From an optimization exercise on the open Yosys and OpenROAD flow, aimed at a short achievable clock period; shortcuts taken in it are not production practice.
Only the layout flow was run in this run; the RTL was not checked for function there.
Power figures rest on the tool's default switching activity, not on a simulated workload.

File: design/flow/design.v
package cpu_cfg_pkg;
  localparam int data_w = 16;
  localparam int dstk_depth = 16;                 
  localparam int dstk_aw    = $clog2(dstk_depth);
  localparam int dstk_cw    = $clog2(dstk_depth + 3);
  localparam int cstk_depth = 16;
  localparam int cstk_aw    = $clog2(cstk_depth);
  localparam int cstk_cw    = cstk_aw + 1;
  localparam logic [data_w-1:0] reset_ip = '0;
endpackage
package cpu_isa_pkg;
  localparam int insn_w = 16;
  localparam logic [insn_w-1:0] insn_isr_load = 16'h7811;
  localparam logic [insn_w-1:0] imm_mask_lit  = 16'h7fff;   
  localparam logic [insn_w-1:0] imm_mask_br   = 16'h0ffe;   
  localparam logic [insn_w-1:0] imm_mask_word = 16'h03fe;   
  localparam logic [insn_w-1:0] imm_mask_byte = 16'h03ff;
  typedef enum logic [1:0] {
    src_stk0 = 2'h0,
    src_fp   = 2'h1,
    src_ip   = 2'h2,
    src_cstk = 2'h3
  } src_a_t;
  typedef enum logic [1:0] {
    src_imm  = 2'h0,
    src_stk1 = 2'h1,
    src_isr  = 2'h2
  } src_b_t;
  typedef enum logic [5:0] {
    alu_add   = 6'd0,
    alu_sub   = 6'd1,
    alu_and   = 6'd2,
    alu_or    = 6'd3,
    alu_xor   = 6'd4,
    alu_shl   = 6'd5,
    alu_shr   = 6'd6,
    alu_eq    = 6'd7,
    alu_lt    = 6'd8,
    alu_not   = 6'd9,
    alu_a     = 6'd10,
    alu_b     = 6'd11,
    alu_addz  = 6'd12,
    alu_addnz = 6'd13
  } alu_sel_t;
endpackage
`timescale 1ns/100ps
module g_inv   (input logic a, output logic y);                   assign y = ~a;                     endmodule
module g_nand2 (input logic a, b, output logic y);                assign y = ~(a & b);               endmodule
module g_nor2  (input logic a, b, output logic y);                assign y = ~(a | b);               endmodule
module g_xor2  (input logic a, b, output logic y);                assign y = a ^ b;                  endmodule
module g_xnor2 (input logic a, b, output logic y);                assign y = ~(a ^ b);               endmodule
module g_aoi21 (input logic a1, a2, b, output logic y);           assign y = ~((a1 & a2) | b);       endmodule
module g_oai21 (input logic a1, a2, b, output logic y);           assign y = ~((a1 | a2) & b);       endmodule
module g_aoi22 (input logic a1, a2, b1, b2, output logic y);      assign y = ~((a1 & a2) | (b1 & b2)); endmodule
module g_aoi221 (input logic a1, a2, b1, b2, c, output logic y);  assign y = ~((a1 & a2) | (b1 & b2) | c); endmodule
module g_nand3 (input logic a, b, c, output logic y);             assign y = ~(a & b & c);           endmodule
module g_nand4 (input logic a, b, c, d, output logic y);          assign y = ~(a & b & c & d);       endmodule
module g_mux2i (input logic s, a0, a1, output logic y);           assign y = ~(s ? a1 : a0);         endmodule
module g_nor3  (input logic a, b, c, output logic y);             assign y = ~(a | b | c);           endmodule
module g_ao22  (input logic a1, a2, b1, b2, output logic y);      assign y = (a1 & a2) | (b1 & b2);  endmodule
module g_ao221 (input logic a1, a2, b1, b2, c, output logic y);   assign y = (a1 & a2) | (b1 & b2) | c; endmodule
`timescale 1ns/100ps
module add_ks10
(
  input  logic [9:0] a,
  input  logic [9:0] x,
  output logic [9:0] s,
  output logic        con
);
  logic g0_0, t0_0, g0_1, t0_1, g0_2, t0_2, g0_3, t0_3, g0_4, t0_4, g0_5, t0_5, g0_6, t0_6, g0_7, t0_7, g0_8, t0_8, g0_9, t0_9, g1_1, g1_2, t1_2, g1_3, t1_3, g1_4, t1_4, g1_5, t1_5, g1_6, t1_6, g1_7, t1_7, g1_8, t1_8, g1_9, t1_9, g0_0_i, g2_2, g2_3, g2_4, t2_4, g2_5, t2_5, g2_6, t2_6, g2_7, t2_7, g2_8, t2_8, g2_9, t2_9, g3_4, g1_1_i, g3_5, g3_6, g3_7, g3_8, t3_8, g3_9, t3_9, g4_8, g4_9, p_0, p_1, p_2, p_3, p_4, p_5, p_6, p_7, p_8, p_9;
  g_nand2 u_g0_0 (.a(a[0]), .b(x[0]), .y(g0_0));
  g_nor2  u_t0_0 (.a(a[0]), .b(x[0]), .y(t0_0));
  g_nand2 u_g0_1 (.a(a[1]), .b(x[1]), .y(g0_1));
  g_nor2  u_t0_1 (.a(a[1]), .b(x[1]), .y(t0_1));
  g_nand2 u_g0_2 (.a(a[2]), .b(x[2]), .y(g0_2));
  g_nor2  u_t0_2 (.a(a[2]), .b(x[2]), .y(t0_2));
  g_nand2 u_g0_3 (.a(a[3]), .b(x[3]), .y(g0_3));
  g_nor2  u_t0_3 (.a(a[3]), .b(x[3]), .y(t0_3));
  g_nand2 u_g0_4 (.a(a[4]), .b(x[4]), .y(g0_4));
  g_nor2  u_t0_4 (.a(a[4]), .b(x[4]), .y(t0_4));
  g_nand2 u_g0_5 (.a(a[5]), .b(x[5]), .y(g0_5));
  g_nor2  u_t0_5 (.a(a[5]), .b(x[5]), .y(t0_5));
  g_nand2 u_g0_6 (.a(a[6]), .b(x[6]), .y(g0_6));
  g_nor2  u_t0_6 (.a(a[6]), .b(x[6]), .y(t0_6));
  g_nand2 u_g0_7 (.a(a[7]), .b(x[7]), .y(g0_7));
  g_nor2  u_t0_7 (.a(a[7]), .b(x[7]), .y(t0_7));
  g_nand2 u_g0_8 (.a(a[8]), .b(x[8]), .y(g0_8));
  g_nor2  u_t0_8 (.a(a[8]), .b(x[8]), .y(t0_8));
  g_nand2 u_g0_9 (.a(a[9]), .b(x[9]), .y(g0_9));
  g_nor2  u_t0_9 (.a(a[9]), .b(x[9]), .y(t0_9));
  g_oai21 u_g1_1 (.a1(t0_1), .a2(g0_0), .b(g0_1), .y(g1_1));
  g_oai21 u_g1_2 (.a1(t0_2), .a2(g0_1), .b(g0_2), .y(g1_2));
  g_nor2  u_t1_2 (.a(t0_2), .b(t0_1), .y(t1_2));
  g_oai21 u_g1_3 (.a1(t0_3), .a2(g0_2), .b(g0_3), .y(g1_3));
  g_nor2  u_t1_3 (.a(t0_3), .b(t0_2), .y(t1_3));
  g_oai21 u_g1_4 (.a1(t0_4), .a2(g0_3), .b(g0_4), .y(g1_4));
  g_nor2  u_t1_4 (.a(t0_4), .b(t0_3), .y(t1_4));
  g_oai21 u_g1_5 (.a1(t0_5), .a2(g0_4), .b(g0_5), .y(g1_5));
  g_nor2  u_t1_5 (.a(t0_5), .b(t0_4), .y(t1_5));
  g_oai21 u_g1_6 (.a1(t0_6), .a2(g0_5), .b(g0_6), .y(g1_6));
  g_nor2  u_t1_6 (.a(t0_6), .b(t0_5), .y(t1_6));
  g_oai21 u_g1_7 (.a1(t0_7), .a2(g0_6), .b(g0_7), .y(g1_7));
  g_nor2  u_t1_7 (.a(t0_7), .b(t0_6), .y(t1_7));
  g_oai21 u_g1_8 (.a1(t0_8), .a2(g0_7), .b(g0_8), .y(g1_8));
  g_nor2  u_t1_8 (.a(t0_8), .b(t0_7), .y(t1_8));
  g_oai21 u_g1_9 (.a1(t0_9), .a2(g0_8), .b(g0_9), .y(g1_9));
  g_nor2  u_t1_9 (.a(t0_9), .b(t0_8), .y(t1_9));
  g_inv   u_g0_0_i (.a(g0_0), .y(g0_0_i));
  g_aoi21 u_g2_2 (.a1(t1_2), .a2(g0_0_i), .b(g1_2), .y(g2_2));
  g_aoi21 u_g2_3 (.a1(t1_3), .a2(g1_1), .b(g1_3), .y(g2_3));
  g_aoi21 u_g2_4 (.a1(t1_4), .a2(g1_2), .b(g1_4), .y(g2_4));
  g_nand2 u_t2_4 (.a(t1_4), .b(t1_2), .y(t2_4));
  g_aoi21 u_g2_5 (.a1(t1_5), .a2(g1_3), .b(g1_5), .y(g2_5));
  g_nand2 u_t2_5 (.a(t1_5), .b(t1_3), .y(t2_5));
  g_aoi21 u_g2_6 (.a1(t1_6), .a2(g1_4), .b(g1_6), .y(g2_6));
  g_nand2 u_t2_6 (.a(t1_6), .b(t1_4), .y(t2_6));
  g_aoi21 u_g2_7 (.a1(t1_7), .a2(g1_5), .b(g1_7), .y(g2_7));
  g_nand2 u_t2_7 (.a(t1_7), .b(t1_5), .y(t2_7));
  g_aoi21 u_g2_8 (.a1(t1_8), .a2(g1_6), .b(g1_8), .y(g2_8));
  g_nand2 u_t2_8 (.a(t1_8), .b(t1_6), .y(t2_8));
  g_aoi21 u_g2_9 (.a1(t1_9), .a2(g1_7), .b(g1_9), .y(g2_9));
  g_nand2 u_t2_9 (.a(t1_9), .b(t1_7), .y(t2_9));
  g_oai21 u_g3_4 (.a1(t2_4), .a2(g0_0), .b(g2_4), .y(g3_4));
  g_inv   u_g1_1_i (.a(g1_1), .y(g1_1_i));
  g_oai21 u_g3_5 (.a1(t2_5), .a2(g1_1_i), .b(g2_5), .y(g3_5));
  g_oai21 u_g3_6 (.a1(t2_6), .a2(g2_2), .b(g2_6), .y(g3_6));
  g_oai21 u_g3_7 (.a1(t2_7), .a2(g2_3), .b(g2_7), .y(g3_7));
  g_oai21 u_g3_8 (.a1(t2_8), .a2(g2_4), .b(g2_8), .y(g3_8));
  g_nor2  u_t3_8 (.a(t2_8), .b(t2_4), .y(t3_8));
  g_oai21 u_g3_9 (.a1(t2_9), .a2(g2_5), .b(g2_9), .y(g3_9));
  g_nor2  u_t3_9 (.a(t2_9), .b(t2_5), .y(t3_9));
  g_aoi21 u_g4_8 (.a1(t3_8), .a2(g0_0_i), .b(g3_8), .y(g4_8));
  g_aoi21 u_g4_9 (.a1(t3_9), .a2(g1_1), .b(g3_9), .y(g4_9));
  g_xor2  u_p_0 (.a(a[0]), .b(x[0]), .y(p_0));
  assign s[0] = p_0;
  g_xor2  u_p_1 (.a(a[1]), .b(x[1]), .y(p_1));
  g_xnor2 u_s_1 (.a(p_1), .b(g0_0), .y(s[1]));
  g_xor2  u_p_2 (.a(a[2]), .b(x[2]), .y(p_2));
  g_xor2  u_s_2 (.a(p_2), .b(g1_1), .y(s[2]));
  g_xor2  u_p_3 (.a(a[3]), .b(x[3]), .y(p_3));
  g_xnor2 u_s_3 (.a(p_3), .b(g2_2), .y(s[3]));
  g_xor2  u_p_4 (.a(a[4]), .b(x[4]), .y(p_4));
  g_xnor2 u_s_4 (.a(p_4), .b(g2_3), .y(s[4]));
  g_xor2  u_p_5 (.a(a[5]), .b(x[5]), .y(p_5));
  g_xor2  u_s_5 (.a(p_5), .b(g3_4), .y(s[5]));
  g_xor2  u_p_6 (.a(a[6]), .b(x[6]), .y(p_6));
  g_xor2  u_s_6 (.a(p_6), .b(g3_5), .y(s[6]));
  g_xor2  u_p_7 (.a(a[7]), .b(x[7]), .y(p_7));
  g_xor2  u_s_7 (.a(p_7), .b(g3_6), .y(s[7]));
  g_xor2  u_p_8 (.a(a[8]), .b(x[8]), .y(p_8));
  g_xor2  u_s_8 (.a(p_8), .b(g3_7), .y(s[8]));
  g_xor2  u_p_9 (.a(a[9]), .b(x[9]), .y(p_9));
  g_xnor2 u_s_9 (.a(p_9), .b(g4_8), .y(s[9]));
  assign con = g4_9;
endmodule
module add_ks11
(
  input  logic [10:0] a,
  input  logic [10:0] x,
  output logic [10:0] s,
  output logic        con
);
  logic g0_0, t0_0, g0_1, t0_1, g0_2, t0_2, g0_3, t0_3, g0_4, t0_4, g0_5, t0_5, g0_6, t0_6, g0_7, t0_7, g0_8, t0_8, g0_9, t0_9, g0_10, t0_10, g1_1, g1_2, t1_2, g1_3, t1_3, g1_4, t1_4, g1_5, t1_5, g1_6, t1_6, g1_7, t1_7, g1_8, t1_8, g1_9, t1_9, g1_10, t1_10, g0_0_i, g2_2, g2_3, g2_4, t2_4, g2_5, t2_5, g2_6, t2_6, g2_7, t2_7, g2_8, t2_8, g2_9, t2_9, g2_10, t2_10, g3_4, g1_1_i, g3_5, g3_6, g3_7, g3_8, t3_8, g3_9, t3_9, g3_10, t3_10, g4_8, g4_9, g2_2_i, g4_10, p_0, p_1, p_2, p_3, p_4, p_5, p_6, p_7, p_8, p_9, p_10;
  g_nand2 u_g0_0 (.a(a[0]), .b(x[0]), .y(g0_0));
  g_nor2  u_t0_0 (.a(a[0]), .b(x[0]), .y(t0_0));
  g_nand2 u_g0_1 (.a(a[1]), .b(x[1]), .y(g0_1));
  g_nor2  u_t0_1 (.a(a[1]), .b(x[1]), .y(t0_1));
  g_nand2 u_g0_2 (.a(a[2]), .b(x[2]), .y(g0_2));
  g_nor2  u_t0_2 (.a(a[2]), .b(x[2]), .y(t0_2));
  g_nand2 u_g0_3 (.a(a[3]), .b(x[3]), .y(g0_3));
  g_nor2  u_t0_3 (.a(a[3]), .b(x[3]), .y(t0_3));
  g_nand2 u_g0_4 (.a(a[4]), .b(x[4]), .y(g0_4));
  g_nor2  u_t0_4 (.a(a[4]), .b(x[4]), .y(t0_4));
  g_nand2 u_g0_5 (.a(a[5]), .b(x[5]), .y(g0_5));
  g_nor2  u_t0_5 (.a(a[5]), .b(x[5]), .y(t0_5));
  g_nand2 u_g0_6 (.a(a[6]), .b(x[6]), .y(g0_6));
  g_nor2  u_t0_6 (.a(a[6]), .b(x[6]), .y(t0_6));
  g_nand2 u_g0_7 (.a(a[7]), .b(x[7]), .y(g0_7));
  g_nor2  u_t0_7 (.a(a[7]), .b(x[7]), .y(t0_7));
  g_nand2 u_g0_8 (.a(a[8]), .b(x[8]), .y(g0_8));
  g_nor2  u_t0_8 (.a(a[8]), .b(x[8]), .y(t0_8));
  g_nand2 u_g0_9 (.a(a[9]), .b(x[9]), .y(g0_9));
  g_nor2  u_t0_9 (.a(a[9]), .b(x[9]), .y(t0_9));
  g_nand2 u_g0_10 (.a(a[10]), .b(x[10]), .y(g0_10));
  g_nor2  u_t0_10 (.a(a[10]), .b(x[10]), .y(t0_10));
  g_oai21 u_g1_1 (.a1(t0_1), .a2(g0_0), .b(g0_1), .y(g1_1));
  g_oai21 u_g1_2 (.a1(t0_2), .a2(g0_1), .b(g0_2), .y(g1_2));
  g_nor2  u_t1_2 (.a(t0_2), .b(t0_1), .y(t1_2));
  g_oai21 u_g1_3 (.a1(t0_3), .a2(g0_2), .b(g0_3), .y(g1_3));
  g_nor2  u_t1_3 (.a(t0_3), .b(t0_2), .y(t1_3));
  g_oai21 u_g1_4 (.a1(t0_4), .a2(g0_3), .b(g0_4), .y(g1_4));
  g_nor2  u_t1_4 (.a(t0_4), .b(t0_3), .y(t1_4));
  g_oai21 u_g1_5 (.a1(t0_5), .a2(g0_4), .b(g0_5), .y(g1_5));
  g_nor2  u_t1_5 (.a(t0_5), .b(t0_4), .y(t1_5));
  g_oai21 u_g1_6 (.a1(t0_6), .a2(g0_5), .b(g0_6), .y(g1_6));
  g_nor2  u_t1_6 (.a(t0_6), .b(t0_5), .y(t1_6));
  g_oai21 u_g1_7 (.a1(t0_7), .a2(g0_6), .b(g0_7), .y(g1_7));
  g_nor2  u_t1_7 (.a(t0_7), .b(t0_6), .y(t1_7));
  g_oai21 u_g1_8 (.a1(t0_8), .a2(g0_7), .b(g0_8), .y(g1_8));
  g_nor2  u_t1_8 (.a(t0_8), .b(t0_7), .y(t1_8));
  g_oai21 u_g1_9 (.a1(t0_9), .a2(g0_8), .b(g0_9), .y(g1_9));
  g_nor2  u_t1_9 (.a(t0_9), .b(t0_8), .y(t1_9));
  g_oai21 u_g1_10 (.a1(t0_10), .a2(g0_9), .b(g0_10), .y(g1_10));
  g_nor2  u_t1_10 (.a(t0_10), .b(t0_9), .y(t1_10));
  g_inv   u_g0_0_i (.a(g0_0), .y(g0_0_i));
  g_aoi21 u_g2_2 (.a1(t1_2), .a2(g0_0_i), .b(g1_2), .y(g2_2));
  g_aoi21 u_g2_3 (.a1(t1_3), .a2(g1_1), .b(g1_3), .y(g2_3));
  g_aoi21 u_g2_4 (.a1(t1_4), .a2(g1_2), .b(g1_4), .y(g2_4));
  g_nand2 u_t2_4 (.a(t1_4), .b(t1_2), .y(t2_4));
  g_aoi21 u_g2_5 (.a1(t1_5), .a2(g1_3), .b(g1_5), .y(g2_5));
  g_nand2 u_t2_5 (.a(t1_5), .b(t1_3), .y(t2_5));
  g_aoi21 u_g2_6 (.a1(t1_6), .a2(g1_4), .b(g1_6), .y(g2_6));
  g_nand2 u_t2_6 (.a(t1_6), .b(t1_4), .y(t2_6));
  g_aoi21 u_g2_7 (.a1(t1_7), .a2(g1_5), .b(g1_7), .y(g2_7));
  g_nand2 u_t2_7 (.a(t1_7), .b(t1_5), .y(t2_7));
  g_aoi21 u_g2_8 (.a1(t1_8), .a2(g1_6), .b(g1_8), .y(g2_8));
  g_nand2 u_t2_8 (.a(t1_8), .b(t1_6), .y(t2_8));
  g_aoi21 u_g2_9 (.a1(t1_9), .a2(g1_7), .b(g1_9), .y(g2_9));
  g_nand2 u_t2_9 (.a(t1_9), .b(t1_7), .y(t2_9));
  g_aoi21 u_g2_10 (.a1(t1_10), .a2(g1_8), .b(g1_10), .y(g2_10));
  g_nand2 u_t2_10 (.a(t1_10), .b(t1_8), .y(t2_10));
  g_oai21 u_g3_4 (.a1(t2_4), .a2(g0_0), .b(g2_4), .y(g3_4));
  g_inv   u_g1_1_i (.a(g1_1), .y(g1_1_i));
  g_oai21 u_g3_5 (.a1(t2_5), .a2(g1_1_i), .b(g2_5), .y(g3_5));
  g_oai21 u_g3_6 (.a1(t2_6), .a2(g2_2), .b(g2_6), .y(g3_6));
  g_oai21 u_g3_7 (.a1(t2_7), .a2(g2_3), .b(g2_7), .y(g3_7));
  g_oai21 u_g3_8 (.a1(t2_8), .a2(g2_4), .b(g2_8), .y(g3_8));
  g_nor2  u_t3_8 (.a(t2_8), .b(t2_4), .y(t3_8));
  g_oai21 u_g3_9 (.a1(t2_9), .a2(g2_5), .b(g2_9), .y(g3_9));
  g_nor2  u_t3_9 (.a(t2_9), .b(t2_5), .y(t3_9));
  g_oai21 u_g3_10 (.a1(t2_10), .a2(g2_6), .b(g2_10), .y(g3_10));
  g_nor2  u_t3_10 (.a(t2_10), .b(t2_6), .y(t3_10));
  g_aoi21 u_g4_8 (.a1(t3_8), .a2(g0_0_i), .b(g3_8), .y(g4_8));
  g_aoi21 u_g4_9 (.a1(t3_9), .a2(g1_1), .b(g3_9), .y(g4_9));
  g_inv   u_g2_2_i (.a(g2_2), .y(g2_2_i));
  g_aoi21 u_g4_10 (.a1(t3_10), .a2(g2_2_i), .b(g3_10), .y(g4_10));
  g_xor2  u_p_0 (.a(a[0]), .b(x[0]), .y(p_0));
  assign s[0] = p_0;
  g_xor2  u_p_1 (.a(a[1]), .b(x[1]), .y(p_1));
  g_xnor2 u_s_1 (.a(p_1), .b(g0_0), .y(s[1]));
  g_xor2  u_p_2 (.a(a[2]), .b(x[2]), .y(p_2));
  g_xor2  u_s_2 (.a(p_2), .b(g1_1), .y(s[2]));
  g_xor2  u_p_3 (.a(a[3]), .b(x[3]), .y(p_3));
  g_xnor2 u_s_3 (.a(p_3), .b(g2_2), .y(s[3]));
  g_xor2  u_p_4 (.a(a[4]), .b(x[4]), .y(p_4));
  g_xnor2 u_s_4 (.a(p_4), .b(g2_3), .y(s[4]));
  g_xor2  u_p_5 (.a(a[5]), .b(x[5]), .y(p_5));
  g_xor2  u_s_5 (.a(p_5), .b(g3_4), .y(s[5]));
  g_xor2  u_p_6 (.a(a[6]), .b(x[6]), .y(p_6));
  g_xor2  u_s_6 (.a(p_6), .b(g3_5), .y(s[6]));
  g_xor2  u_p_7 (.a(a[7]), .b(x[7]), .y(p_7));
  g_xor2  u_s_7 (.a(p_7), .b(g3_6), .y(s[7]));
  g_xor2  u_p_8 (.a(a[8]), .b(x[8]), .y(p_8));
  g_xor2  u_s_8 (.a(p_8), .b(g3_7), .y(s[8]));
  g_xor2  u_p_9 (.a(a[9]), .b(x[9]), .y(p_9));
  g_xnor2 u_s_9 (.a(p_9), .b(g4_8), .y(s[9]));
  g_xor2  u_p_10 (.a(a[10]), .b(x[10]), .y(p_10));
  g_xnor2 u_s_10 (.a(p_10), .b(g4_9), .y(s[10]));
  assign con = g4_10;
endmodule
module res_mux
(
  input  logic [8:0]       sel,     
  input  logic [8:0][9:0]  lo,
  input  logic [8:0]       con,     
  input  logic [7:0][5:0]  ha,      
  input  logic [7:0][5:0]  hb,      
  input  logic [4:0]       bha,     
  input  logic [4:0]       bhb,
  input  logic             blo10,   
  input  logic [3:0][15:0] op7,     
  output logic [15:0]      y
);
  for (genvar k = 0; k < 10; k++)
  begin : g_lo
    logic n0, n1, n2, n3;
    g_aoi221 u_0 (.a1(sel[0]), .a2(lo[0][k]), .b1(sel[1]), .b2(lo[1][k]), .c(op7[0][k]), .y(n0));
    g_aoi221 u_1 (.a1(sel[2]), .a2(lo[2][k]), .b1(sel[3]), .b2(lo[3][k]), .c(op7[1][k]), .y(n1));
    g_aoi221 u_2 (.a1(sel[4]), .a2(lo[4][k]), .b1(sel[5]), .b2(lo[5][k]), .c(op7[2][k]), .y(n2));
    g_aoi221 u_3 (.a1(sel[7]), .a2(lo[7][k]), .b1(sel[8]), .b2(lo[8][k]), .c(op7[3][k]), .y(n3));
    g_nand4  u_y (.a(n0), .b(n1), .c(n2), .d(n3), .y(y[k]));
  end
  for (genvar k = 10; k < 16; k++)
  begin : g_hi
    logic [8:0] tn;
    logic p1, p2, p3, x1n, x2n, x3n;
    for (genvar j = 0; j < 8; j++)
    begin : g_t
      g_mux2i u_t (.s(con[j]), .a0(ha[j][k-10]), .a1(hb[j][k-10]), .y(tn[j]));
    end
    if (k == 10)
    begin : g_b10
      g_nand2 u_t8 (.a(sel[8]), .b(blo10), .y(tn[8]));
    end
    else
    begin : g_bhi
      g_mux2i u_t8 (.s(con[8]), .a0(bha[k-11]), .a1(bhb[k-11]), .y(tn[8]));
    end
    g_nand3 u_p1 (.a(tn[0]), .b(tn[1]), .c(tn[2]), .y(p1));
    g_nand3 u_p2 (.a(tn[3]), .b(tn[4]), .c(tn[5]), .y(p2));
    g_nand3 u_p3 (.a(tn[6]), .b(tn[7]), .c(tn[8]), .y(p3));
    g_nor3  u_x1 (.a(p1), .b(p2), .c(op7[0][k]), .y(x1n));
    g_nor3  u_x2 (.a(p3), .b(op7[1][k]), .c(op7[2][k]), .y(x2n));
    g_inv   u_x3 (.a(op7[3][k]), .y(x3n));
    g_nand3 u_y  (.a(x1n), .b(x2n), .c(x3n), .y(y[k]));
  end
endmodule
module hc_gate #(parameter int W = 6)
(
  input  logic         sel,
  input  logic [W-1:0] hc0,
  input  logic [W-1:0] hc1,
  output logic [W-1:0] ha,
  output logic [W-1:0] hb
);
  assign ha = {W{sel}} & hc1;
  assign hb = {W{sel}} & hc0;
endmodule
module dec2
(
  input  logic [1:0] s,
  output logic [3:0] d
);
  for (genvar i = 0; i < 4; i++)
  begin : g_d
    assign d[i] = s == i;
  end
endmodule
module op7_sel
(
  input  logic [15:0] insn,
  output logic [3:0]  e,
  output logic        es_isr,
  output logic        es_c,
  output logic        es_fp,
  output logic        es_t
);
  logic alu, sys;
  assign alu = insn[15:11] == 5'b01110 && insn[5:4] == 2'b00;
  assign sys = insn[15:11] == 5'b01111;
  for (genvar i = 0; i < 4; i++)
  begin : g_d
    assign e[i] = alu && insn[3:2] == i;
  end
  assign es_isr = sys && insn[4] && !insn[0];
  assign es_c   = sys && !insn[4] && !insn[0] && insn[3:2] == 2'b00;
  assign es_fp  = sys && insn[3:0] == 4'b0011;
  assign es_t   = sys && !(insn[4] && !insn[0]) && !(insn[3:2] == 2'b00 && !insn[0]) &&
                  insn[3:0] != 4'b0011;
endmodule
module op7_pick
(
  input  logic [15:0] insn,
  input  logic [15:0] tn_sum,
  input  logic [15:0] tn_dif,
  input  logic [15:0] tn_and,
  input  logic [15:0] tn_or,
  input  logic [15:0] tn_xor,
  input  logic [15:0] tn_shl,
  input  logic [15:0] tn_shr,
  input  logic        tn_eq,
  input  logic        tn_lt,
  input  logic [15:0] t,
  input  logic [15:0] n,
  input  logic [15:0] t_addz,
  input  logic [15:0] t_addnz,
  input  logic [15:0] isr,
  input  logic [15:0] c,
  input  logic [15:0] fp,
  input  logic [15:0] imm,
  output logic [3:0][15:0] y    
);
  logic [3:0] d0, d1, d2, d3, e;
  logic       es_isr, es_c, es_fp, es_t;
  dec2 u_d0 (.s(insn[1:0]), .d(d0));
  dec2 u_d1 (.s(insn[1:0]), .d(d1));
  dec2 u_d2 (.s(insn[1:0]), .d(d2));
  dec2 u_d3 (.s(insn[1:0]), .d(d3));
  op7_sel u_sel (.insn(insn), .e(e), .es_isr(es_isr), .es_c(es_c),
                 .es_fp(es_fp), .es_t(es_t));
  for (genvar k = 0; k < 16; k++)
  begin : g_bit
    logic a0, b0, a1, b1, a2, b2, a3, m0, m1, m2, m3, tn;
    g_inv   u_tn (.a(t[k]), .y(tn));
    g_aoi22 u_a0 (.a1(d0[0]), .a2(tn_sum[k]), .b1(d0[1]), .b2(tn_dif[k]), .y(a0));
    g_aoi22 u_b0 (.a1(d0[2]), .a2(tn_and[k]), .b1(d0[3]), .b2(tn_or[k]),  .y(b0));
    g_nand2 u_m0 (.a(a0), .b(b0), .y(m0));
    g_aoi22 u_a1 (.a1(d1[0]), .a2(tn_xor[k]), .b1(d1[1]), .b2(tn_shl[k]), .y(a1));
    if (k == 0)
    begin : g_eq
      g_aoi22 u_b1 (.a1(d1[2]), .a2(tn_shr[k]), .b1(d1[3]), .b2(tn_eq), .y(b1));
    end
    else
    begin : g_neq
      g_nand2 u_b1 (.a(d1[2]), .b(tn_shr[k]), .y(b1));
    end
    g_nand2 u_m1 (.a(a1), .b(b1), .y(m1));
    if (k == 0)
    begin : g_lt
      g_aoi22 u_a2 (.a1(d2[0]), .a2(tn_lt), .b1(d2[1]), .b2(tn), .y(a2));
    end
    else
    begin : g_nlt
      g_nand2 u_a2 (.a(d2[1]), .b(tn), .y(a2));
    end
    g_aoi22 u_b2 (.a1(d2[2]), .a2(t[k]), .b1(d2[3]), .b2(n[k]), .y(b2));
    g_nand2 u_m2 (.a(a2), .b(b2), .y(m2));
    g_aoi22 u_a3 (.a1(d3[0]), .a2(t_addz[k]), .b1(d3[1]), .b2(t_addnz[k]), .y(a3));
    g_inv   u_m3 (.a(a3), .y(m3));
    g_ao22  u_y0 (.a1(e[0]), .a2(m0), .b1(e[1]), .b2(m1), .y(y[0][k]));
    g_ao22  u_y1 (.a1(e[2]), .a2(m2), .b1(e[3]), .b2(m3), .y(y[1][k]));
    g_ao22  u_y2 (.a1(es_isr), .a2(isr[k]), .b1(es_c), .b2(c[k]), .y(y[2][k]));
    g_ao221 u_y3 (.a1(es_fp), .a2(fp[k]), .b1(es_t), .b2(t[k]), .c(imm[k]), .y(y[3][k]));
  end
endmodule
module imm_sel
(
  input  logic [15:0] insn,
  output logic        s_lbz,    
  output logic        s_w,      
  output logic        s_sx,     
  output logic        jnz,      
  output logic        jz        
);
  logic off, b, z, w;
  assign off   = !insn[15] && insn[11:10] == 2'b00;
  assign b     = off && (insn[14:12] == 3'b010 || insn[14:12] == 3'b011 || insn[14:12] == 3'b101);
  assign z     = off && insn[14:12] == 3'b110;
  assign w     = off && insn[14:12] == 3'b100;
  assign s_lbz = insn[15] || b || z;
  assign s_w   = w;
  assign s_sx  = b || w;
  assign jnz   = insn[15:12] == 4'b0001 && insn[0];
  assign jz    = insn[15:12] == 4'b0001 && !insn[0];
endmodule
module ip2_gate
(
  input  logic        t_zero,
  input  logic [15:0] ip2,
  output logic [15:0] ip2_z,
  output logic [15:0] ip2_nz
);
  assign ip2_z  = {16{t_zero}} & ip2;
  assign ip2_nz = {16{!t_zero}} & ip2;
endmodule
module imm_pick
(
  input  logic [15:0] insn,
  input  logic        t_zero,
  input  logic [15:0] ip2,
  output logic [15:0] y
);
  logic s_lbz, s_w, s_sx, s_lit, jnz, jz;
  logic [15:0] ip2_z, ip2_nz;
  imm_sel u_sel (.insn(insn), .s_lbz(s_lbz), .s_w(s_w), .s_sx(s_sx), .jnz(jnz), .jz(jz));
  ip2_gate u_ip2 (.t_zero(t_zero), .ip2(ip2), .ip2_z(ip2_z), .ip2_nz(ip2_nz));
  assign s_lit = insn[15];
  for (genvar k = 0; k < 16; k++)
  begin : g_bit
    logic n0, n1;
    g_aoi22 u_n1 (.a1(jnz), .a2(ip2_z[k]), .b1(jz), .b2(ip2_nz[k]), .y(n1));
    if (k < 9)
    begin : g_lo
      g_aoi22 u_n0 (.a1(s_lbz), .a2(insn[k]), .b1(s_w), .b2(insn[k+1]), .y(n0));
    end
    else if (k == 9)
    begin : g_9
      g_aoi22 u_n0 (.a1(s_lbz), .a2(insn[9]), .b1(s_w), .b2(insn[9]), .y(n0));
    end
    else if (k < 15)
    begin : g_hi
      g_aoi22 u_n0 (.a1(s_lit), .a2(insn[k]), .b1(s_sx), .b2(insn[9]), .y(n0));
    end
    else
    begin : g_15
      g_nand2 u_n0 (.a(s_sx), .b(insn[9]), .y(n0));
    end
    g_nand2 u_y (.a(n0), .b(n1), .y(y[k]));
  end
endmodule
module alu_pre
(
  input  logic [15:0] t,
  input  logic [15:0] n,
  output logic [15:0] tn_sum,
  output logic [15:0] tn_dif,
  output logic [15:0] tn_and,
  output logic [15:0] tn_or,
  output logic [15:0] tn_xor,
  output logic [15:0] tn_shl,
  output logic [15:0] tn_shr,
  output logic        tn_eq,
  output logic        tn_lt,
  output logic [15:0] t_addz,
  output logic [15:0] t_addnz,
  output logic        t_zero,
  output logic [5:0]  t_hp
);
  logic [15:0] t_step;
  assign tn_sum  = t + n;
  assign tn_dif  = t - n;
  assign tn_and  = t & n;
  assign tn_or   = t | n;
  assign tn_xor  = t ^ n;
  assign tn_shl  = t << n[3:0];
  assign tn_shr  = t >> n[3:0];
  assign tn_eq   = t == n;
  assign tn_lt   = $signed(t) < $signed(n);
  assign t_step  = t + 16'd2;
  assign t_zero  = t == 16'd0;
  assign t_addz  = t_zero ? tn_sum : t_step;
  assign t_addnz = !t_zero ? tn_sum : t_step;
  assign t_hp    = t[15:10] + 6'd1;
endmodule
module hi_pre
(
  input  logic [15:0] fp,
  input  logic [15:0] ip,
  input  logic [15:0] c,
  output logic [5:0]  fp_hm,
  output logic [5:0]  fp_hp,
  output logic [5:0]  ip_hm,
  output logic [5:0]  ip_hp,
  output logic [5:0]  c_hm,
  output logic [5:0]  c_hp,
  output logic [4:0]  br_hm,
  output logic [4:0]  br_hp,
  output logic [15:0] ip2
);
  assign fp_hm = fp[15:10] - 6'd1;
  assign fp_hp = fp[15:10] + 6'd1;
  assign ip_hm = ip[15:10] - 6'd1;
  assign ip_hp = ip[15:10] + 6'd1;
  assign c_hm  = c[15:10] - 6'd1;
  assign c_hp  = c[15:10] + 6'd1;
  assign br_hm = ip[15:11] - 5'd1;
  assign br_hp = ip[15:11] + 5'd1;
  assign ip2   = ip + 16'd2;
endmodule
module hc_sel #(parameter int W = 6)
(
  input  logic         s,
  input  logic [W-1:0] h,
  input  logic [W-1:0] hm,
  input  logic [W-1:0] hp,
  output logic [W-1:0] hc0,
  output logic [W-1:0] hc1
);
  assign hc1 = s ? h  : hp;
  assign hc0 = s ? hm : h;
endmodule
module res_sel
(
  input  logic [15:0] insn,
  input  logic        t_zero,
  output logic [8:0]  sel
);
  logic is_b, is_w, is_6, cond;
  assign is_b  = insn[15:13] == 3'b001 || insn[15:12] == 4'b0101;
  assign is_w  = insn[15:12] == 4'b0100;
  assign is_6  = insn[15:12] == 4'b0110;
  assign cond  = insn[0] ^ t_zero;    
  assign sel[0] = is_b && insn[11:10] == 2'd1;
  assign sel[1] = is_b && insn[11:10] == 2'd2;
  assign sel[2] = is_b && insn[11:10] == 2'd3;
  assign sel[3] = is_w && insn[11:10] == 2'd1;
  assign sel[4] = is_w && insn[11:10] == 2'd2;
  assign sel[5] = is_w && insn[11:10] == 2'd3;
  assign sel[6] = is_6 && insn[11:10] == 2'd1;
  assign sel[7] = is_6 && insn[11];
  assign sel[8] = insn[15:12] == 4'b0000 || (insn[15:12] == 4'b0001 && cond);
endmodule
`timescale 1ns/100ps
module stack_cpu
(
  input  logic        clk,
  input  logic        rst_n,
  output logic [15:0] imem_addr,
  input  logic [15:0] insn,
  output logic [15:0] dmem_addr,
  output logic [15:0] dmem_wdata,
  output logic        dmem_we,
  output logic        dmem_re,
  output logic        dmem_byte,
  input  logic [15:0] dmem_rdata
);
  logic [15:0] ip, fp, isr;
  logic [15:0] top0, top1;           
  logic [15:0] dmem_stk [16];        
  logic [4:0]  depth;                
  logic [15:0] cmem [16];            
  logic [4:0]  cptr;                 
  logic [15:0] ctop;                 
  logic [15:0] ip2;
  logic [3:0] op;
  logic [1:0] asel;
  logic is_lit, is_j, is_jc, is_b, is_w, is_6, is_alu, is_sys;
  assign op     = insn[15:12];
  assign asel   = insn[11:10];
  assign is_lit = insn[15];
  assign is_j   = op == 4'b0000;
  assign is_jc  = op == 4'b0001;
  assign is_b   = insn[15:13] == 3'b001 || op == 4'b0101;   
  assign is_w   = op == 4'b0100;                             
  assign is_6   = op == 4'b0110;                             
  assign is_alu = op == 4'b0111 && !insn[11];
  assign is_sys = op == 4'b0111 && insn[11];
  logic [15:0] tn_sum, tn_dif, tn_and, tn_or, tn_xor, tn_shl, tn_shr, t_addz, t_addnz;
  logic        t_zero, tn_eq, tn_lt;
  logic [5:0]  t_hp;
  alu_pre u_alu_pre (.t(top0), .n(top1), .tn_sum(tn_sum), .tn_dif(tn_dif), .tn_and(tn_and),
                     .tn_or(tn_or), .tn_xor(tn_xor), .tn_shl(tn_shl), .tn_shr(tn_shr),
                     .tn_eq(tn_eq), .tn_lt(tn_lt), .t_addz(t_addz), .t_addnz(t_addnz),
                     .t_zero(t_zero), .t_hp(t_hp));
  logic [9:0] xb, xw;
  logic       sgn;
  assign xb  = insn[9:0];               
  assign xw  = {insn[9], insn[9:1]};    
  assign sgn = insn[9];
  logic [5:0] fp_hm, fp_hp, ip_hm, ip_hp, c_hm, c_hp;
  logic [4:0] br_hm, br_hp;
  hi_pre u_hi_pre (.fp(fp), .ip(ip), .c(ctop), .fp_hm(fp_hm), .fp_hp(fp_hp), .ip_hm(ip_hm),
                   .ip_hp(ip_hp), .c_hm(c_hm), .c_hp(c_hp), .br_hm(br_hm), .br_hp(br_hp),
                   .ip2(ip2));
  logic [8:0][9:0] lo;
  logic [8:0]      con;
  logic [7:0][5:0] hc0, hc1;
  logic [4:0]      bhc0, bhc1;
  logic            blo10;
  logic [10:0]     br_lo;
  add_ks10 u_fp_b (.a(fp[9:0]),   .x(xb), .s(lo[0]), .con(con[0]));
  add_ks10 u_ip_b (.a(ip[9:0]),   .x(xb), .s(lo[1]), .con(con[1]));
  add_ks10 u_c_b  (.a(ctop[9:0]), .x(xb), .s(lo[2]), .con(con[2]));
  add_ks10 u_fp_w (.a(fp[9:0]),   .x(xw), .s(lo[3]), .con(con[3]));
  add_ks10 u_ip_w (.a(ip[9:0]),   .x(xw), .s(lo[4]), .con(con[4]));
  add_ks10 u_c_w  (.a(ctop[9:0]), .x(xw), .s(lo[5]), .con(con[5]));
  add_ks10 u_t_b  (.a(top0[9:0]), .x(xb), .s(lo[7]), .con(con[7]));
  add_ks11 u_br   (.a(ip[10:0]),  .x(insn[11:1]), .s(br_lo), .con(con[8]));
  assign lo[6] = lo[0];
  assign con[6] = con[0];
  assign lo[8] = br_lo[9:0];
  assign blo10 = br_lo[10];
  hc_sel #(.W(6)) u_hc_fp (.s(sgn), .h(fp[15:10]),   .hm(fp_hm), .hp(fp_hp), .hc0(hc0[0]), .hc1(hc1[0]));
  hc_sel #(.W(6)) u_hc_ip (.s(sgn), .h(ip[15:10]),   .hm(ip_hm), .hp(ip_hp), .hc0(hc0[1]), .hc1(hc1[1]));
  hc_sel #(.W(6)) u_hc_c  (.s(sgn), .h(ctop[15:10]), .hm(c_hm),  .hp(c_hp),  .hc0(hc0[2]), .hc1(hc1[2]));
  assign hc1[3] = hc1[0];
  assign hc0[3] = hc0[0];
  assign hc1[4] = hc1[1];
  assign hc0[4] = hc0[1];
  assign hc1[5] = hc1[2];
  assign hc0[5] = hc0[2];
  assign hc1[6] = fp_hp;
  assign hc0[6] = fp[15:10];
  assign hc1[7] = t_hp;
  assign hc0[7] = top0[15:10];
  hc_sel #(.W(5)) u_hc_br (.s(insn[11]), .h(ip[15:11]), .hm(br_hm), .hp(br_hp), .hc0(bhc0), .hc1(bhc1));
  logic s_br, s_6i, s_6f, s_sisr, s_sc, s_sfp;
  logic [8:0] sel;
  res_sel u_rsel (.insn(insn), .t_zero(t_zero), .sel(sel));
  assign s_br = sel[8];
  assign s_6i   = is_6 && asel == 2'd0;
  assign s_6f   = is_6 && asel == 2'd1;
  assign s_sisr = is_sys && insn[4] && !insn[0];
  assign s_sc   = is_sys && !insn[4] && !insn[0] && insn[3:2] == 2'b00;
  assign s_sfp  = is_sys && insn[3:0] == 4'b0011;
  logic [3:0][15:0] v_op7;
  logic [15:0] v_imm, alu_res;
  logic [8:0]  rsel;
  logic [7:0][5:0] ha, hb;
  logic [4:0]  bha, bhb;
  op7_pick u_op7 (.insn(insn), .tn_sum(tn_sum), .tn_dif(tn_dif),
                  .tn_and(tn_and), .tn_or(tn_or), .tn_xor(tn_xor),
                  .tn_shl(tn_shl), .tn_shr(tn_shr), .tn_eq(tn_eq), .tn_lt(tn_lt),
                  .t(top0), .n(top1), .t_addz(t_addz),
                  .t_addnz(t_addnz), .isr(isr), .c(ctop), .fp(fp), .imm(v_imm),
                  .y(v_op7));
  imm_pick u_imm (.insn(insn), .t_zero(t_zero), .ip2(ip2), .y(v_imm));
  assign rsel = {sel[8:1], sel[0] || sel[6]};
  for (genvar j = 0; j < 8; j++)
  begin : g_hg
    hc_gate #(.W(6)) u_hg (.sel(sel[j]), .hc0(hc0[j]), .hc1(hc1[j]), .ha(ha[j]), .hb(hb[j]));
  end
  hc_gate #(.W(5)) u_hg_br (.sel(sel[8]), .hc0(bhc0), .hc1(bhc1), .ha(bha), .hb(bhb));
  res_mux u_res (.sel(rsel), .lo(lo), .con(con), .ha(ha), .hb(hb), .bha(bha), .bhb(bhb),
                 .blo10(blo10), .op7(v_op7), .y(alu_res));
  logic push, pop, load_stk, wr1, rd, wr, byt, cpush, cpop;
  assign push     = is_lit || op == 4'b0010 || (is_w && !insn[0]) || op == 4'b0101 ||
                    (op == 4'b0111 && insn[7]);
  assign pop      = is_jc || op == 4'b0011 || (is_w && insn[0]) || (is_alu && insn[6]) ||
                    (is_sys && insn[2]) || (is_sys && insn[4] && insn[0]);
  assign load_stk = push || is_alu || (is_sys && insn[3] && !insn[1]);
  assign wr1      = op == 4'b0111 && insn[3] && !(insn[11] && insn[4]);
  assign rd       = op == 4'b0010 || (is_w && !insn[0]) || s_6i ||
                    (is_sys && insn[3:2] == 2'b10);
  assign wr       = op == 4'b0011 || (is_w && insn[0]) || (is_sys && insn[3:2] == 2'b11);
  assign byt      = insn[15:13] == 3'b001 || (op == 4'b0111 && insn[0]);
  assign cpush    = (is_j && insn[0]) || s_6i || s_sisr || s_sfp;
  assign cpop     = s_sc;
  assign imem_addr  = ip;
  assign dmem_addr  = alu_res;
  assign dmem_wdata = (op == 4'b0111 && !(insn[11] && insn[4])) ? top1 : top0;
  assign dmem_we    = rst_n && wr;
  assign dmem_re    = rst_n && rd;
  assign dmem_byte  = byt && (rd || wr);
  logic [15:0] rd_data, din, ip_nx, fp_nx, cdin;
  assign rd_data = byt ? {8'h00, dmem_rdata[7:0]} : dmem_rdata;
  assign din     = rd ? rd_data : alu_res;
  assign cdin    = s_sfp ? fp : ip2;
  always_comb
  begin
    if (s_br)
      ip_nx = alu_res;
    else if (s_6i)
      ip_nx = {6'd0, xb};
    else if (is_sys && insn[3:0] == 4'b0000)
      ip_nx = insn[4] ? isr : ctop;
    else
      ip_nx = ip2;
    if (s_6f)
      fp_nx = alu_res;
    else if (is_sys && insn[3:0] == 4'b0010)
      fp_nx = insn[4] ? isr : ctop;
    else
      fp_nx = fp;
  end
  always_ff @(posedge clk)
  begin
    if (!rst_n)
    begin
      ip  <= 16'd0;
      fp  <= 16'd0;
      isr <= 16'd0;
    end
    else
    begin
      ip <= ip_nx;
      fp <= fp_nx;
      if (insn == 16'h7811)
        isr <= top0;
    end
  end
  logic [3:0] sp;
  assign sp = depth[3:0] - 4'd2;
  always_ff @(posedge clk)
  begin
    if (push && !pop && depth >= 5'd2)
      dmem_stk[sp] <= top1;
    if (push && !pop)
      top1 <= top0;
    else if (pop && !push)
    begin
      top0 <= top1;
      top1 <= dmem_stk[sp - 4'd1];
    end
    if (load_stk)
    begin
      if (wr1)
        top1 <= din;
      else
        top0 <= din;
    end
  end
  always_ff @(posedge clk)
  begin
    if (!rst_n)
      depth <= 5'd0;
    else if (push && !pop)
      depth <= depth + 5'd1;
    else if (pop && !push)
      depth <= depth - 5'd1;
  end
  always_ff @(posedge clk)
  begin
    if (cpush)
      cmem[cptr[3:0]] <= cdin;
  end
  always_ff @(posedge clk)
  begin
    if (cpush && !cpop)
      ctop <= cdin;
    else if (cpop && !cpush)
      ctop <= cmem[cptr[3:0] - 4'd2];
  end
  always_ff @(posedge clk)
  begin
    if (!rst_n)
      cptr <= 5'd0;
    else if (cpush && !cpop)
      cptr <= cptr + 5'd1;
    else if (cpop && !cpush)
      cptr <= cptr - 5'd1;
  end
endmodule
File: design/flow/flow/run.sh
#!/bin/bash
set -euo pipefail
export SETUP_SLACK_MARGIN=7.5
export BUFFER_PORTS_ARGS="-buffer_cell sky130_fd_sc_hd__buf_6"
bash standard.sh > standard.log 2>&1
File: design/flow/standard.sh
#!/bin/bash
# synth_recipe.tcl (not shown) runs the flow's synth.tcl, then flattens the netlist and writes it again
# the make line also repeats each setting of config.mk as NAME=value (left out here)
make -C /OpenROAD-flow-scripts/flow DESIGN_CONFIG=/design/flow/config.mk WORK_HOME=/design/flow/orfs CLKGATE_MAP_FILE= SYNTH_SCRIPT=/design/flow/synth_recipe.tcl "${@:-finish}"
File: design/flow/config.mk
export PLATFORM = sky130hd
export DESIGN_NAME = stack_cpu
export DESIGN_NICKNAME = stack_cpu
export VERILOG_FILES = /design/flow/design.v
export SDC_FILE = /design/flow/constraint.sdc
export NUM_CORES = 4
export LEC_CHECK = 0
export ABC_CLOCK_PERIOD_IN_PS = 2000
export CAP_MARGIN = 20
export CORE_MARGIN = 2
export CORE_UTILIZATION = 40
export PLACE_DENSITY = 0.6
export SLEW_MARGIN = 20
export SYNTH_HIERARCHICAL = 1
export SYNTH_MINIMUM_KEEP_SIZE = 0
export TNS_END_PERCENT = 10
File: design/flow/constraint.sdc
create_clock -name core_clock -period 12.5 [get_ports {clk}]
set_input_delay 2.5000 -clock core_clock [delete_from_list [all_inputs] [get_ports {clk}]]
set_output_delay 2.5000 -clock core_clock [all_outputs]
set_load 0.01 [all_outputs]
==> metrics.md <==
| Metric | Value |
|---|---|
| RSZ-0062 raised after global routing | yes |
| Fin Hold WS | approximately 0.48 ns |
| Peak VDD IR | 0.110 mV |
| Final Setup Violations | 0 |
| Largest buffer count on any clock path | 3 |
| Port buffer count | 84 |
| Clock Sinks | ~600 |
| Fill count | 8,989 |
| Warnings, synthesis | 7 |
| Placed instance count | ~5,000 |
| Net switching power | between 2 and 3 mW |
| Slew headroom | between 20% and 30% |
| Overflow after GRT | 0 |
| Worst Setup Start Kind | input pin |
| Final HPWL DP | 92.8 mm |
| CTS clk-pin slew, worst paths | roughly 0.060 ns |
| Global placer's final weighted congestion | 0.965 |
| Flop2flop setup slack | ~8 ns |
| Max FO, Critical Path | 28 |
| Kind of critical path | in -> out |
| Final ANT Viol Nets | 0 |
| DRC | 0 |
| Die X | 322 um |
| Static Leakage | 17.9 nW |
| Slew @ Worst Pin | between 1 and 1.5 ns |
| Initial antenna violation count | 3 |
| CTS root buf | clkbuf_16 |
| Critical path arrival | 4.54 ns |
| # IOs | between 80 and 90 |
| Combinational share of power | slightly below 40% |
| Via count | 32,200 |
| Vias in the first global route | 30,300 |
| Final period utilization | a little under three fifths |
| Detailed Route WL | about 150 mm |
| Clock Power Share | approximately 27% |
| Sequential share of power | around 34% |
| P&R area growth vs syn | 20.4% |
| Die height | 322 um |
| First-pass DRT Iterations | 9 |
| Gate Count Post-Synth | 3,656 |
| Setup TNS | 0 ns |
| Req. time, crit path | about 10 ns |
| Core Footprint | approximately 0.1 sq mm |
| Vias/cell | about 6 |
| PwrDens | 148 mW/mm^2 |
| Switching Share | between 30 and 40% |
| Finished Core Util | between 40% and 50% |
| Path type of the worst min-delay path | reg -> reg |
| Share of cells above drive strength 1 | between 30 and 40% |
| Largest net degree at the start of global routing | 57 |
| Total track usage | 27.2% |
| Minimum clock period | roughly 7 ns |
| Clock insertion delay at the later pin of the skew report | roughly 0.66 ns |
| Maxcap violations | 0 |
| CTS tree | done |
| Max Clock Skew | between 0.06 and 0.07 ns |
| Total power | ~7.2 mW |
| Global-route wire length before repair | a little over 200 mm |
| DR iter-0 viols | 3,976 |
| Initial core utilization | between 40% and 50% |
| H-tree Lvls | 3 |
| Syn nets | roughly 3,800 |
| Fmax | ~140 MHz |
| Crit. End Element | output pin |
| Routed WL per cell | 27.5 um |
| Floorplan row count | between 100 and 150 |
| DIE AREA | between 0.1 and 0.15 sq mm |
| Outcome | timing/DRC/antenna clean |
| Cts bufs inserted | 70 |
| Post-Syn Area | 0.0405 sq mm |
| Mapped Avg Cell Area | approximately 11 sq um |
| Internal | around 4.5 mW |
| Finished Layout Cells | 5,288 |
| Max-slew violation count | 0 |
| CTS Hold Bufs | 0 |
| Hold Vio Cnt, Final | 0 |
| Final #Nets | ~4,000 |
-- path summary, 6_finish.rpt --
path	from	endpoint	cells past startpoint
worst min-delay path	isr[1]	isr[1]	2
worst max register to register	top1[0]	top1[6]	16
worst min register to register	isr[1]	isr[1]	2
worst max-delay path	insn[8]	dmem_addr[14]	12
-- stage by stage --
step	instance area, sq um	setup WS, ns
after global placement	43300	4.84
final	48800	5.46
after CTS	48000	5.53
after floorplan	40700	5.88
after global routing	48800	5.41
after detailed placement	43300	4.85
-- final cells by class --
class	instances	area, sq um	share of cell area [%]
sequential	617	17700	36.2
clock inverter	35	338	0.693
tap	1357	1700	3.48
clock buffer	91	1850	3.79
inverter	167	639	1.31
multi-input combinational	2710	22800	46.8
timing repair buffer	307	3740	7.67
antenna	4	10.0	0.0205
-- registers in the layout, indices dropped and copies added, names as in the netlist --
register / count
depth: 5
ctop: 16
top1: 16
isr: 16
fp: 16
cptr: 4
dmem_stk: 256
cmem: 256
top0: 16
ip: 16
-- worst max-delay path, stage by stage --
cell	delay, ns
buf_16	0.17
nor2_4	0.17
o21ai_2	0.10
a21oi_2	0.14
o21ai_2	0.08
a21oi_4	0.15
buf_4	0.17
mux2i_1	0.21
nand3_1	0.17
nor3_4	0.30
nand3_4	0.19
buf_6	0.17
-- placed cells by master (no fill, tap or decap), types with 62 or more instances in the layout --
cell type	instances
dfxtp_1	81
a22oi_2	113
xor2_1	149
xnor2_1	101
and2_2	65
mux2i_1	140
and2_1	62
ha_1	75
buf_4	155
nand2_1	463
mux4_2	141
inv_1	160
o21ai_0	81
clkbuf_16	72
a21oi_2	85
o21ai_1	97
edfxtp_1	528
nor2_1	232
nor2_2	65
a21oi_1	80
buf_6	84
-- metal layers --
layer | GRT usage (%) | vias to the layer above | wire length, um
met3 | 5.63 | 372 | 14300
li1 | - | 14000 | -
met1 | 37.7 | 16000 | 60000
met5 | 0 | - | 0
met2 | 40.6 | 1781 | 63300
met4 | 12.9 | 0 | 7530
-- repair_timing --
item	4_1_cts	5_1_grt
gates resized for setup	263	106
endpoints found under the hold margin	0	0
setup endpoints to repair	94	329
pin swaps	57	44
cloned	27	2
buffers inserted	65	36
-- power by group through the flow --
stage | sequential, mW | clock, mW | combinational (mW)
final | 2.48 | 1.97 | 2.78
after global routing | 2.49 | 2.09 | 2.95
after CTS | 2.48 | 2.01 | 2.66
after detailed placement | 2.52 | 0 | 2.52
after global placement | 2.52 | 0 | 2.51
after floorplan | 2.58 | 0 | 1.64

[re-timing with driven ports]
The flow's constraints put no driver on any port. The routed layout listed below was extracted and timed again, unchanged, in two steps. Step 1 (the two cells are an assumption about what drives the block):
set clk [get_ports {clk}]
set_driving_cell -lib_cell sky130_fd_sc_hd__clkbuf_16 $clk
set_driving_cell -lib_cell sky130_fd_sc_hd__buf_2 [delete_from_list [all_inputs] $clk]
Step 2 adds t to the input delays and takes it off the output delays; t is the mean of the earliest and latest rising clock arrival at the registers after step 1. Input paths then give back, and output paths get back, about the clock's delay inside the block. a / b / c = no drivers / after step 1 / after step 2; a / b = the first two.
t, ns: 0.699
setup slack, ns: 5.458 / 5.240 / 5.240
hold slack, ns: 0.477 / 0.477 / 0.477
After both steps setup and hold are still met in this run. For this run, drivers alone change the setup slack by -0.218 ns; drivers and shift together by -0.218 ns.
